This design comes from an exercise in tuning for small area on the open sky130 flow, not from production work. Only simulation tests tie the RTL to the original design; equivalence was not proved. Power is estimated from default activity; no workload was simulated.

<file path="config.mk">
export PLATFORM = sky130hd
export DESIGN_NAME = sdhc_dma_top
export DESIGN_NICKNAME = sdhc_dma_top
export VERILOG_FILES = /design/flow/design.v
export SDC_FILE = /design/flow/constraint.sdc
export NUM_CORES = 4
export LEC_CHECK = 0
export CAP_MARGIN = 20
export CELL_PAD_IN_SITES_DETAIL_PLACEMENT = 2
export CELL_PAD_IN_SITES_GLOBAL_PLACEMENT = 2
export CORE_MARGIN = 2
export CORE_UTILIZATION = 30
export PLACE_DENSITY = 0.45
export SLEW_MARGIN = 20
</file>
<file path="constraint.sdc">
create_clock -name core_clock -period 10.0 [get_ports {CLK}]
set_input_delay 2.0000 -clock core_clock [delete_from_list [all_inputs] [get_ports {CLK}]]
set_output_delay 2.0000 -clock core_clock [all_outputs]
set_load 0.01 [all_outputs]
</file>
<file path="design.v">
package sdhc_pkg;
   parameter int DATA_W = 32;      
   parameter int ADDR_W = 64;      
   parameter int LEN_W  = 16;      
   parameter int BYTES_PER_WORD = DATA_W / 8;
   typedef enum logic [4:0] {
      IDLE       = 5'b00001,    
      FIFO_RAM   = 5'b00010,    
      RAM_FIFO   = 5'b00100,    
      WAIT_READ  = 5'b01000,    
      WAIT_WRITE = 5'b10000     
   } xfer_state_t;
endpackage
`timescale 1ns/1ps
import sdhc_pkg::*;
module data_fifo #(
   parameter int DEPTH = 8
) (
   input  logic                        CLK,
   input  logic                        reset,
   input  logic                        push_a,
   input  logic [sdhc_pkg::DATA_W-1:0] wdata_a,
   input  logic                        push_b,
   input  logic [sdhc_pkg::DATA_W-1:0] wdata_b,
   input  logic                        pop_a,
   input  logic                        pop_b,
   output logic [sdhc_pkg::DATA_W-1:0] rdata,
   output logic                        empty,
   output logic                        full
);
   localparam int PTR_W = (DEPTH > 1) ? $clog2(DEPTH) : 1;
   localparam int CNT_W = $clog2(DEPTH + 1);
   logic [DATA_W-1:0] mem [DEPTH];
   logic [PTR_W-1:0]  wr_ptr;
   logic [PTR_W-1:0]  rd_ptr;
   logic [CNT_W-1:0]  count;
   logic [DATA_W-1:0] wdata;
   logic              do_push;
   logic              do_pop;
   assign wdata   = push_a ? wdata_a : wdata_b;
   assign do_push = (push_a | push_b) & ~full;     
   assign do_pop  = (pop_a | pop_b) & ~empty;      
   assign rdata = mem[rd_ptr];    
   assign empty = (count == '0);
   assign full  = (count == CNT_W'(DEPTH));
   always_ff @(posedge CLK) begin
      if (do_push) begin
         mem[wr_ptr] <= wdata;
      end
   end
   always_ff @(posedge CLK) begin
      if (reset) begin
         wr_ptr <= '0;
         rd_ptr <= '0;
         count  <= '0;
      end else begin
         if (do_push) begin
            wr_ptr <= (wr_ptr == PTR_W'(DEPTH - 1)) ? '0 : wr_ptr + 1'b1;
         end
         if (do_pop) begin
            rd_ptr <= (rd_ptr == PTR_W'(DEPTH - 1)) ? '0 : rd_ptr + 1'b1;
         end
         if (do_push && !do_pop) begin
            count <= count + 1'b1;
         end else if (do_pop && !do_push) begin
            count <= count - 1'b1;
         end
      end
   end
endmodule
`timescale 1ns/1ps
import sdhc_pkg::*;
module sys_ram #(
   parameter int WORDS = 64
) (
   input  logic                        CLK,
   input  logic                        a_we,
   input  logic [$clog2(WORDS)-1:0]    a_addr,
   input  logic [sdhc_pkg::DATA_W-1:0] a_wdata,
   output logic [sdhc_pkg::DATA_W-1:0] a_rdata,
   input  logic                        b_we,
   input  logic [$clog2(WORDS)-1:0]    b_addr,
   input  logic [sdhc_pkg::DATA_W-1:0] b_wdata,
   output logic [sdhc_pkg::DATA_W-1:0] b_rdata
);
   logic [DATA_W-1:0] mem [WORDS];
   assign a_rdata = mem[a_addr];
   assign b_rdata = mem[b_addr];
   always_ff @(posedge CLK) begin
      if (a_we) begin
         mem[a_addr] <= a_wdata;
      end
      if (b_we) begin
         mem[b_addr] <= b_wdata;
      end
   end
endmodule
`timescale 1ns/1ps
import sdhc_pkg::*;
module dma_transfer (
   input  logic                        CLK,
   input  logic                        reset,
   input  logic                        start,
   input  logic                        direction,      
   input  logic [sdhc_pkg::ADDR_W-1:0] address_init,
   input  logic [sdhc_pkg::LEN_W-1:0]  length,         
   input  logic [sdhc_pkg::DATA_W-1:0] fifo_rdata,
   input  logic                        empty,
   input  logic                        full,
   input  logic [sdhc_pkg::DATA_W-1:0] ram_rdata,
   output logic                        done,
   output logic [sdhc_pkg::ADDR_W-1:0] ram_address,
   output logic                        ram_write,
   output logic [sdhc_pkg::DATA_W-1:0] ram_wdata,
   output logic                        fifo_read,
   output logic                        fifo_write,
   output logic [sdhc_pkg::DATA_W-1:0] fifo_wdata
);
   sdhc_pkg::xfer_state_t state;
   sdhc_pkg::xfer_state_t next_state;
   logic [ADDR_W-1:0] end_address;    
   logic              complete;
   logic              step;           
   assign complete = (ram_address == end_address);
   assign fifo_read  = (state == FIFO_RAM) && !empty && !complete;
   assign fifo_write = (state == RAM_FIFO) && !full && !complete;
   assign ram_write  = fifo_read;     
   assign ram_wdata  = fifo_rdata;
   assign fifo_wdata = ram_rdata;     
   assign step = fifo_read | fifo_write;
   always_comb begin
      next_state = state;
      case (state)
         IDLE: begin
            if (start) begin
               next_state = direction ? RAM_FIFO : FIFO_RAM;
            end
         end
         FIFO_RAM: begin
            if (complete) begin
               next_state = IDLE;
            end else if (empty) begin
               next_state = WAIT_READ;     
            end
         end
         RAM_FIFO: begin
            if (complete) begin
               next_state = IDLE;
            end else if (full) begin
               next_state = WAIT_WRITE;    
            end
         end
         WAIT_READ: begin
            if (!empty) begin
               next_state = FIFO_RAM;
            end
         end
         WAIT_WRITE: begin
            if (!full) begin
               next_state = RAM_FIFO;
            end
         end
         default: begin
            next_state = IDLE;
         end
      endcase
   end
   always_ff @(posedge CLK) begin
      if (reset) begin
         state       <= IDLE;
         done        <= 1'b1;
         ram_address <= '0;
         end_address <= '0;
      end else begin
         state <= next_state;
         done  <= (next_state == IDLE);    
         if (state == IDLE && start) begin
            ram_address <= address_init;
            end_address <= address_init + {{(ADDR_W - LEN_W){1'b0}}, length};
         end else if (step) begin
            ram_address <= ram_address + ADDR_W'(BYTES_PER_WORD);
         end
      end
   end
endmodule
`timescale 1ns/1ps
import sdhc_pkg::*;
module sdhc_dma_top #(
   parameter int FIFO_DEPTH = 8,
   parameter int RAM_WORDS  = 64
) (
   input  logic                         CLK,
   input  logic                         reset,
   input  logic                         start,
   input  logic                         direction,
   input  logic [sdhc_pkg::ADDR_W-1:0]  address_init,
   input  logic [sdhc_pkg::LEN_W-1:0]   length,
   output logic                         done,
   input  logic                         card_push,
   input  logic [sdhc_pkg::DATA_W-1:0]  card_wdata,
   input  logic                         card_pop,
   output logic [sdhc_pkg::DATA_W-1:0]  card_rdata,
   output logic                         card_empty,
   output logic                         card_full,
   input  logic                         host_we,
   input  logic [$clog2(RAM_WORDS)-1:0] host_addr,
   input  logic [sdhc_pkg::DATA_W-1:0]  host_wdata,
   output logic [sdhc_pkg::DATA_W-1:0]  host_rdata
);
   localparam int RAM_AW   = $clog2(RAM_WORDS);
   localparam int WORD_LSB = $clog2(BYTES_PER_WORD);
   logic [ADDR_W-1:0] ram_address;    
   logic              ram_write;
   logic [DATA_W-1:0] ram_wdata;
   logic [DATA_W-1:0] ram_rdata;
   logic              fifo_read;
   logic              fifo_write;
   logic [DATA_W-1:0] fifo_wdata;
   dma_transfer u_transfer (
      .CLK          (CLK),
      .reset        (reset),
      .start        (start),
      .direction    (direction),
      .address_init (address_init),
      .length       (length),
      .fifo_rdata   (card_rdata),     
      .empty        (card_empty),
      .full         (card_full),
      .ram_rdata    (ram_rdata),
      .done         (done),
      .ram_address  (ram_address),
      .ram_write    (ram_write),
      .ram_wdata    (ram_wdata),
      .fifo_read    (fifo_read),
      .fifo_write   (fifo_write),
      .fifo_wdata   (fifo_wdata)
   );
   data_fifo #(.DEPTH(FIFO_DEPTH)) u_fifo (
      .CLK     (CLK),
      .reset   (reset),
      .push_a  (fifo_write),
      .wdata_a (fifo_wdata),
      .push_b  (card_push),
      .wdata_b (card_wdata),
      .pop_a   (fifo_read),
      .pop_b   (card_pop),
      .rdata   (card_rdata),
      .empty   (card_empty),
      .full    (card_full)
   );
   sys_ram #(.WORDS(RAM_WORDS)) u_ram (
      .CLK     (CLK),
      .a_we    (ram_write),
      .a_addr  (ram_address[WORD_LSB +: RAM_AW]),
      .a_wdata (ram_wdata),
      .a_rdata (ram_rdata),
      .b_we    (host_we),
      .b_addr  (host_addr),
      .b_wdata (host_wdata),
      .b_rdata (host_rdata)
   );
endmodule
</file>
<file path="run.sh">
#!/bin/bash
# synth_recipe.tcl (not shown) runs the flow's synth.tcl, then flattens the netlist and writes it again
# the make line also repeats each setting of config.mk as NAME=value (left out here)
make -C /OpenROAD-flow-scripts/flow DESIGN_CONFIG=/design/flow/config.mk WORK_HOME=/design/flow/orfs CLKGATE_MAP_FILE= SYNTH_SCRIPT=/design/flow/synth_recipe.tcl finish
</file>
==> results.txt <==
[Yosys cell counts (20+ instances only)]
master / instances / area [µm²]
o221ai_1: 35 / 307
ha_1: 24 / 300
buf_2: 20 / 100
nand3_1: 136 / 681
xnor2_1: 85 / 744
clkbuf_1: 1215 / 4560
a31oi_1: 125 / 782
o31ai_1: 20 / 150
buf_1: 234 / 878
nand2_1: 204 / 766
edfxtp_1: 2304 / 69200
a211oi_1: 44 / 330
o2111ai_1: 20 / 175
a22o_1: 208 / 1820
o21ai_0: 117 / 586
or3_1: 25 / 156
inv_1: 67 / 251
nor2_1: 2152 / 8080
mux2i_1: 38 / 380
nand4_1: 194 / 1210
a221oi_1: 209 / 1830
mux2_2: 36 / 405
and3_1: 31 / 194
xor2_1: 43 / 377
dfxtp_1: 153 / 3060
a22oi_1: 925 / 6940
mux4_2: 576 / 13000
a21oi_1: 2214 / 11100
nor3_1: 36 / 180
[power breakdown]
part           switching (W)  internal (W)  total [W]
clock                0.00504       0.00674     0.0118
combinational        0.00680       0.00322     0.0100
sequential          0.000259        0.0128     0.0131
[metrics by stage]
| stage | instances | power [W] |
|---|---|---|
| 6_report | 17200 | 0.0349 |
| 5_1_grt | 17200 | 0.0359 |
| 4_1_cts | 17200 | 0.0350 |
| 3_5_place_dp | 16700 | 0.0232 |
| 3_3_place_gp | 16600 | 0.0229 |
| 2_1_floorplan | 11700 | 0.0187 |
[metal layers]
metal / track usage [%] / vias to the layer above / wire length [µm]
met4: 19.1 / 14 / 51600
met5: 0 / - / 98
met3: 4.69 / 1446 / 54500
li1: - / 44100 / -
met1: 46.8 / 61600 / 331000
met2: 56.0 / 5731 / 363000
[registers in the layout, indices dropped and copies added (netlist names), 3 cells and up, named ones only]
register,count
u_transfer.state,5
u_transfer.end_address,64
u_fifo.rd_ptr,3
u_fifo.wr_ptr,3
u_fifo.count,4
u_transfer.ram_address,64
u_ram.mem,2048
u_fifo.mem,256
[layout make-up]
cell class                      count  area (µm²)  area share, %
Sequential cell                  2457       72300           48.0
Clock buffer                      382        8350           5.55
Timing Repair Buffer              711        6450           4.29
Clock inverter                    182        1770           1.18
Multi-Input combinational cell   7711       54300           36.0
Antenna cell                       14        35.0         0.0233
Tap cell                         5710        7140           4.75
Inverter                           67         251          0.167
[worst paths after layout]
kind | startpoint | endpoint | slack, ps | cells after the start
worst max-delay path | host_addr[0] | host_rdata[1] | 1170 | 8
worst min-delay path | u_transfer.ram_address[0]$_SDFFE_PP0P_ | u_transfer.ram_address[0]$_SDFFE_PP0P_ | 480 | 2
worst max register to register | u_transfer.ram_address[5]$_SDFFE_PP0N_ | u_ram.mem[7][28]$_DFFE_PP_ | 4190 | 10
worst min register to register | u_transfer.ram_address[0]$_SDFFE_PP0P_ | u_transfer.ram_address[0]$_SDFFE_PP0P_ | 480 | 2
[tightest hold or removal path, delay by kind of cell, from the launching register on]
| family | cells | cell delay [ps] |
|---|---|---|
| AOI/OAI and AO/OA | 1 | 60 |
| and+or+nand+nor | 1 | 50 |
| DFF | 1 | 320 |
[cell families (layout without fill, tap and decap cells)]
group	Yosys count	in the layout
compound gates	4007	4007
mux	650	650
flops	2457	2457
xor+xnor	128	128
fa+ha+maj	26	26
simple gates	2900	2900
buf+inv	1538	1342
other cells	0	14
==> summary.txt <==
STA
  – Max Clk Rate: 113 MHz
  – Min Hold Slack: 481 ps
  – RSZ-0062 raised after global routing: no
  – Final Hold Fails: 0
  – Sum Neg Setup Slack: 0 ps
  – Final Skew: 46.3 ps
  – Tcrit/Tclk final: 88.3%
  – Slew Viols, Final: 0
  – Final worst slack: 1170 ps
  – Final min period: 8830 ps
  – Final setup fails: 0
  – Worst-margin pin slew: 1380 ps
  – Slew Limit Headroom: 7.75%

Place
  – Final Wtd Congestion: 0.860
  – PortBufs: 223
  – Post-DP HPWL: 493000 µm
  – Placed Area: 140000 µm²
  – DP Worst Slack: 1100 ps

Global routing
  – First-pass GRT wire length: 1060000 µm
  – Initial antenna violation count: 53
  – Largest net degree at the start of global routing: 117
  – Gr usage total: 35.3%
  – GRT overflow: 0
  – Vias in the first global route: 114000

Synthesis
  – Post-Syn Area: 130000 µm²
  – Synth Register Bits: 2457
  – Syn Nets: 11900
  – Adder-Cell Fraction of Synth Area: 0.261%
  – Multiplexer share of the synthesized area: 10.6%
  – Ys flop type: edfxtp_1
  – Register area share after synthesis: 55.5%
  – Synth Warn #: 3
  – Synth Instances: 11700
  – Post-synth EDFFs: 2304
  – Netlist cell types: 74
  – Simple-Gate Fraction of Synth Area: 9.34%
  – Largest family of logic cells by synthesized area: compound AO/OA/AOI/OAI gates
  – Synth Area in Compound Gates: 19.0%
  – Post-Synth XOR/XNOR Area: 0.861%
  – Syn avg cell area: 11.1 µm²
  – Async S/R FF share, synth: 0%

Layout
  – Most frequent cells in the layout: edfxtp_1, a21oi_1, nor2_1
  – Fillers: 44600
  – Area growth, synth to finish: 15.6%
  – Most common cell after layout, fill and taps aside: edfxtp_1
  – Design area: 151000 µm²
  – Final net count: 11400
  – Final Core Density: 34.9%
  – Layout cells sized above 1: 15.8%

Setup path
  – Worst path arrival time: 6830 ps
  – Critical path type: input port to output pin
  – Top delay family on crit path: buffers and inverters
  – Worst stage delay on the critical path: 950 ps
  – Largest fanout on the critical path: 28
  – Worst-path cell chain: clkdlybuf4s50_1 > and3_4 > buf_4 > a22oi_1 > a31oi_1 > a21oi_1 > nand4_1 > clkdlybuf4s50_1
  – CP Buf/Inv Count: 3
  – Slowest stage cell, crit path: and3_4
  – CP dominant cell by count: clkdlybuf4s50_1
  – Crit path launch type: input port
  – Critical Path RT: 8000 ps
  – Worst setup EP type: output pin

Floorplanning
  – Row count: 241
  – IO Pins: 224
  – Die X: 663 µm
  – Core area: 432000 µm²
  – Die height: 663 µm
  – Starting Density: 30.2%
  – Die ar.: 439000 µm²

Detailed routing
  – Number of vias per cell: 6.55
  – Residual DRC: 0
  – Via count: 113000
  – Drt pass-1 iters: 6
  – Initial drt markers: 14300
  – Total wire length: 800000 µm
  – WL/cell: 46.4 µm
  – Routed Antenna Nets: 0

Worst hold path
  – Min-Delay Path Class: flop to flop

Status
  – Outcome: finished clean

Clocking
  – CTS tree: yes
  – H-tree depth: 5
  – Cts hold-fix bufs: 0
  – Clock slew at reported path FFs: 50 ps
  – Clock Tree Root: clkbuf_16
  – Max Root-Sink Buffers: 4
  – # Post-CTS Setup Buffers: 0
  – Num CTS Buffers: 316
  – Worst skew pair latency: 980 ps
  – Post-cts resize count: 0
  – Clock sink count: 2457

Power and ir drop
  – Worst vdd ir: 218 µV
  – Leakage power: 48.3 nW
  – Ratio of total power to cell area: 232 nW/µm²

Flow run
  – MaxCap Viol Count: 0

## what the ideal ports hide
How much do the figures lean on ideal ports? The routed layout below was timed once more, with nothing changed but the port constraints.
Step 1 assumes that a clkbuf_16 drives the clock port and a buf_2 every other input.
Step 2 also shifts input and output timing later by t, the mid clock arrival at the registers, as if the neighbouring blocks saw the same clock.
Slacks: ideal ports / drivers / drivers and shift; pairs: ideal ports / drivers.
t (ns): 1.079
setup slack, ns: 1.172 / 1.141 / 1.141
worst slew at a driven data input, ns: 0.26
After both steps setup and hold are still met in this run. For this run, drivers alone change the setup slack by -0.031 ns; drivers and shift together by -0.031 ns.
